Background: an optimization exercise with open tools, aiming at small area, a short achievable clock period and few clock cycles per item. Do not read the settings as production practice. The RTL was checked by simulation tests, not by an equivalence proof against the original design. Power figures rest on the tool's default switching activity, not on a simulated workload.

== lagoon ==
==> module sprite_quad_batcher, before the edit <==
module sprite_quad_batcher
(
  input  logic                clk,
  input  logic                rst,
  input  logic                in_valid,
  output logic                in_stall,
  input  logic                mode,
  input  logic signed [31:0]  pos_x,
  input  logic signed [31:0]  pos_y,
  input  logic signed [31:0]  pos_z,
  input  logic signed [31:0]  quad_width,
  input  logic signed [31:0]  quad_height,
  input  logic [31:0]         rgba_color,
  input  logic [31:0]         uv_corner0,
  input  logic [31:0]         uv_corner1,
  input  logic [31:0]         uv_corner2,
  input  logic [31:0]         uv_corner3,
  input  logic [31:0]         texture_name,
  output logic                out_valid,
  input  logic                out_stall,
  output logic signed [31:0]  vert_x,
  output logic signed [31:0]  vert_y,
  output logic signed [31:0]  vert_z,
  output logic [31:0]         vert_color,
  output logic [15:0]         vert_u,
  output logic [15:0]         vert_v,
  output logic [sqb_pkg::SLOT_W-1:0]   tex_slot,
  output logic                batch_cut,
  output logic [sqb_pkg::ICOUNT_W-1:0] batch_index_count,
  output logic                end_marker,
  output logic                last_of_item
);
  logic [ICOUNT_W-1:0] index_count;
  logic                r_valid;
  logic [1:0]          vtx;
  logic signed [31:0]  o_x;             
  logic signed [31:0]  o_y;             
  logic signed [31:0]  o_z;
  logic [31:0]         o_color;
  logic [31:0]         o_uv;
  logic [SLOT_W-1:0]   o_slot;
  logic                o_cut;
  logic [ICOUNT_W-1:0] o_count;
  logic                o_end;
  logic                o_last;
  logic signed [31:0]  x_w;             
  logic signed [31:0]  y_alt;           
  logic                x_c;             
  logic                y_c;
  logic [1:0]          x_gp;            
  logic [1:0]          y_gp;
  logic                fresh;           
  logic [31:0]         uv1;
  logic [31:0]         uv2;
  logic [31:0]         uv3;
  logic                is_end;
  logic                cap_cut;
  logic                lk_done;
  logic                lk_done_nx;
  logic                ok_free;         
  logic                ok_last;         
  logic                r_valid_nx;
  logic                o_last_nx;
  logic [SLOT_W-1:0]   tab_slot;
  logic                tab_cut;
  logic                cut_now;
  logic                accept;
  logic                out_take;
  logic                step;
  function automatic logic [16:0] add_lo(input logic [15:0] a,
                                         input logic [15:0] b);
    add_lo = {1'b0, a} + {1'b0, b};
  endfunction
  function automatic logic [31:0] add_hi_sat(input logic [15:0] a_hi,
                                             input logic [15:0] b_hi,
                                             input logic        c,
                                             input logic [15:0] s_lo,
                                             input logic        g,
                                             input logic        p);
    logic [15:0] s_hi;
    logic        c31;
    s_hi = a_hi + b_hi + {15'd0, c};
    c31  = g || (p && c);
    if ((a_hi[15] == b_hi[15]) && (c31 != a_hi[15])) begin
      add_hi_sat = a_hi[15] ? 32'h8000_0000 : 32'h7FFF_FFFF;
    end else begin
      add_hi_sat = {s_hi, s_lo};
    end
  endfunction
  function automatic logic [1:0] gp_hi(input logic [31:0] a,
                                       input logic [31:0] b);
    logic [15:0] s;
    s = {1'b0, a[30:16]} + {1'b0, b[30:16]};
    gp_hi = {s[15], &(a[30:16] ^ b[30:16])};
  endfunction
  logic [16:0]         x_lo;
  logic [16:0]         y_lo;
  logic [31:0]         x1c;
  logic [31:0]         y1c;
  assign x_lo = add_lo(pos_x[15:0], quad_width[15:0]);
  assign y_lo = add_lo(pos_y[15:0], quad_height[15:0]);
  assign x1c  = add_hi_sat(o_x[31:16], x_w[31:16], x_c, x_w[15:0], x_gp[1], x_gp[0]);
  assign y1c  = add_hi_sat(o_y[31:16], y_alt[31:16], y_c, y_alt[15:0], y_gp[1], y_gp[0]);
  assign is_end    = (mode == MODE_END);
  assign cap_cut   = !is_end && index_count[18] && index_count[17];    
  assign cut_now   = cap_cut || tab_cut;
  assign in_stall  = !(ok_free || (ok_last && !out_stall));
  assign accept    = in_valid && !in_stall && !rst;
  assign out_valid = r_valid;
  assign out_take  = r_valid && !out_stall;
  sqb_tex_table u_table (
    .clk      (clk),
    .rst      (rst),
    .tex      (texture_name),
    .in_valid (in_valid),
    .accept   (accept),
    .is_end   (is_end),
    .cap      (cap_cut),
    .done     (lk_done),
    .done_next(lk_done_nx),
    .slot     (tab_slot),
    .full_cut (tab_cut)
  );
  always_comb begin
    r_valid_nx = r_valid;
    o_last_nx  = o_last;
    if (accept) begin
      r_valid_nx = 1'b1;
      o_last_nx  = is_end;
    end else if (out_take) begin
      r_valid_nx = !o_last;
      o_last_nx  = (vtx == 2'd2);
    end
  end
  always_ff @(posedge clk) begin
    if (rst) begin
      r_valid     <= 1'b0;
      ok_free     <= 1'b1;
      ok_last     <= 1'b0;
      fresh       <= 1'b0;
      index_count <= '0;
      vtx         <= '0;
    end else begin
      r_valid <= r_valid_nx;
      ok_free <= lk_done_nx && !r_valid_nx;
      ok_last <= lk_done_nx && r_valid_nx && o_last_nx;
      fresh   <= accept && !is_end;
      if (accept) begin
        vtx     <= '0;
        if (is_end) begin
          index_count <= '0;
        end else begin
          index_count <= cut_now ? ICOUNT_W'(INDICES_PER_QUAD) : index_count + ICOUNT_W'(INDICES_PER_QUAD);
        end
      end else if (out_take) begin
        vtx <= vtx + 2'd1;
      end
    end
  end
  always_ff @(posedge clk) begin
    o_last <= o_last_nx;
    if (accept) begin
      o_x     <= is_end ? '0 : pos_x;
      o_y     <= is_end ? '0 : pos_y;
      o_z     <= is_end ? '0 : pos_z;
      o_color <= is_end ? '0 : rgba_color;
      o_slot  <= is_end ? '0 : tab_slot;
      o_end   <= is_end;
      x_w     <= {quad_width[31:16], x_lo[15:0]};
      x_c     <= x_lo[16];
      x_gp    <= gp_hi(pos_x, quad_width);
      y_alt   <= {quad_height[31:16], y_lo[15:0]};
      y_c     <= y_lo[16];
      y_gp    <= gp_hi(pos_y, quad_height);
      uv3     <= uv_corner3;
    end else begin
      if (fresh) begin
        x_w <= x1c;
      end
      if (out_take) begin
        if (vtx == 2'd1) begin
          o_x <= x_w;
        end
      end
      if (fresh) begin
        if (out_take) begin
          o_y   <= y1c;
          y_alt <= o_y;
        end else begin
          y_alt <= y1c;
        end
      end else if (out_take && !vtx[0]) begin
        o_y   <= y_alt;
        y_alt <= o_y;
      end
    end
  end
  assign step = !(r_valid && out_stall);
  always_ff @(posedge clk) begin
    if (step) begin
      o_uv    <= accept ? (is_end ? '0 : uv_corner0) : uv1;
      uv1     <= accept ? uv_corner1 : uv2;
      uv2     <= accept ? uv_corner2 : uv3;
      o_cut   <= accept && !is_end && cut_now;
      o_count <= (accept && (is_end || cut_now)) ? index_count : '0;
    end
  end
  assign vert_x            = o_x;
  assign vert_y            = o_y;
  assign vert_z            = o_z;
  assign vert_color        = o_color;
  assign vert_u            = o_uv[31:16];
  assign vert_v            = o_uv[15:0];
  assign tex_slot          = o_slot;
  assign batch_cut         = o_cut;
  assign batch_index_count = o_count;
  assign end_marker        = o_end;
  assign last_of_item      = o_last;
endmodule
clock: 6.0 ns
lec_check: 0
cap_margin: 20
core_margin: 2
core_utilization: 60
cts_buf_list: sky130_fd_sc_hd__clkbuf_8
setup_slack_margin: 3.3
slew_margin: 20
standard.sh (not shown) runs the stock make flow with config.mk's settings and CLKGATE_MAP_FILE= SYNTH_SCRIPT=/design/flow/synth_recipe.tcl, a recipe that flattens the netlist after the stock synthesis.
==> flow/flow/run.sh <==
#!/bin/bash
# The standard layout (the standard.sh: ORFS synthesis through finish),
# with changes to how the resizer and the clock tree work:
#  - port buffers are sky130_fd_sc_hd__buf_1 instead of the cell buffer_ports
#    picks by default (a delay cell); the resizer sizes them afterwards;
#  - gate sizing may swap cells of other footprints (MATCH_CELL_FOOTPRINT=0);
#  - clock tree synthesis inserts no dummy loads.
# Every port still gets its buffer. The make output goes to flow_make.log.
set -euo pipefail
bash standard.sh \
  "BUFFER_PORTS_ARGS=-buffer_cell sky130_fd_sc_hd__buf_1" \
  MATCH_CELL_FOOTPRINT=0 \
  "CTS_ARGS=-sink_clustering_enable -repair_clock_nets -dont_use_dummy_load -buf_list sky130_fd_sc_hd__clkbuf_8" \
  finish > flow_make.log 2>&1
Testbench counts of lagoon, summed over its fixed seeds: cycles 47,560, items 12,000.
--- input diff lagoon..xenon ---
--- a/flow/design.v
+++ b/flow/design.v
@@ -267,13 +267,12 @@
   logic                o_last_nx;
   logic [SLOT_W-1:0]   tab_slot;
   logic                tab_cut;
   logic                cut_now;
   logic                accept;
   logic                out_take;
-  logic                step;
   function automatic logic [16:0] add_lo(input logic [15:0] a,
                                          input logic [15:0] b);
     add_lo = {1'b0, a} + {1'b0, b};
   endfunction
   function automatic logic [31:0] add_hi_sat(input logic [15:0] a_hi,
                                              input logic [15:0] b_hi,
@@ -365,26 +364,36 @@
     o_last <= o_last_nx;
     if (accept) begin
       o_x     <= is_end ? '0 : pos_x;
       o_y     <= is_end ? '0 : pos_y;
       o_z     <= is_end ? '0 : pos_z;
       o_color <= is_end ? '0 : rgba_color;
+      o_uv    <= is_end ? '0 : uv_corner0;
       o_slot  <= is_end ? '0 : tab_slot;
+      o_cut   <= !is_end && cut_now;
+      o_count <= (is_end || cut_now) ? index_count : '0;
       o_end   <= is_end;
       x_w     <= {quad_width[31:16], x_lo[15:0]};
       x_c     <= x_lo[16];
       x_gp    <= gp_hi(pos_x, quad_width);
       y_alt   <= {quad_height[31:16], y_lo[15:0]};
       y_c     <= y_lo[16];
       y_gp    <= gp_hi(pos_y, quad_height);
+      uv1     <= uv_corner1;
+      uv2     <= uv_corner2;
       uv3     <= uv_corner3;
     end else begin
       if (fresh) begin
         x_w <= x1c;
       end
       if (out_take) begin
+        o_uv    <= uv1;
+        uv1     <= uv2;
+        uv2     <= uv3;
+        o_cut   <= 1'b0;
+        o_count <= '0;
         if (vtx == 2'd1) begin
           o_x <= x_w;
         end
       end
       if (fresh) begin
         if (out_take) begin
@@ -396,22 +405,12 @@
       end else if (out_take && !vtx[0]) begin
         o_y   <= y_alt;
         y_alt <= o_y;
       end
     end
   end
-  assign step = !(r_valid && out_stall);
-  always_ff @(posedge clk) begin
-    if (step) begin
-      o_uv    <= accept ? (is_end ? '0 : uv_corner0) : uv1;
-      uv1     <= accept ? uv_corner1 : uv2;
-      uv2     <= accept ? uv_corner2 : uv3;
-      o_cut   <= accept && !is_end && cut_now;
-      o_count <= (accept && (is_end || cut_now)) ? index_count : '0;
-    end
-  end
   assign vert_x            = o_x;
   assign vert_y            = o_y;
   assign vert_z            = o_z;
   assign vert_color        = o_color;
   assign vert_u            = o_uv[31:16];
   assign vert_v            = o_uv[15:0];
==> notes.md <==
xenon ends up with a wire length that is about 4% lower than in lagoon. Re proportion of total power due to net switching: lagoon and xenon aren't equal, and the lower value belongs to xenon. The number of clock-tree buffers in the layout in xenon sits 0.92% below the value recorded for lagoon. lagoon has higher final worst-path cycle share than xenon. Class of the most critical setup path = primary input to output port: xenon; class of the most critical setup path = flip-flop to output port: lagoon. Relative to lagoon, the final cell area reported for xenon is lower.
Testbench counts of xenon, summed over its fixed seeds: cycles 47,560, items 12,000.

static timing again, ports no longer ideal:
In the flow no input, the clock included, has a driving cell. The finished layouts below were timed again as built, in two steps. Step 1 assumes that a clkbuf_16 drives the clock port and a buf_2 every other input. Step 2 moves the port delays by t, midway between the first and last clock arrival at a register: inputs arrive t later, outputs are due t later. That takes back most of the time a late clock gives input paths. Slacks: no drivers / after step 1 / after step 2; pairs: no drivers / after step 1.
run | shift t [ns] | setup slack, ns | slew at the worst register clock pin (ns)
lagoon | 0.910 | 3.104 / 3.040 / 2.417 | 0.07 / 0.07
xenon | 0.917 | 3.176 / 3.048 / 2.239 | 0.07 / 0.07
After both steps every run listed still meets setup and hold. For xenon, which loses most, drivers alone change the setup slack by -0.128 ns; drivers and shift together by -0.937 ns.
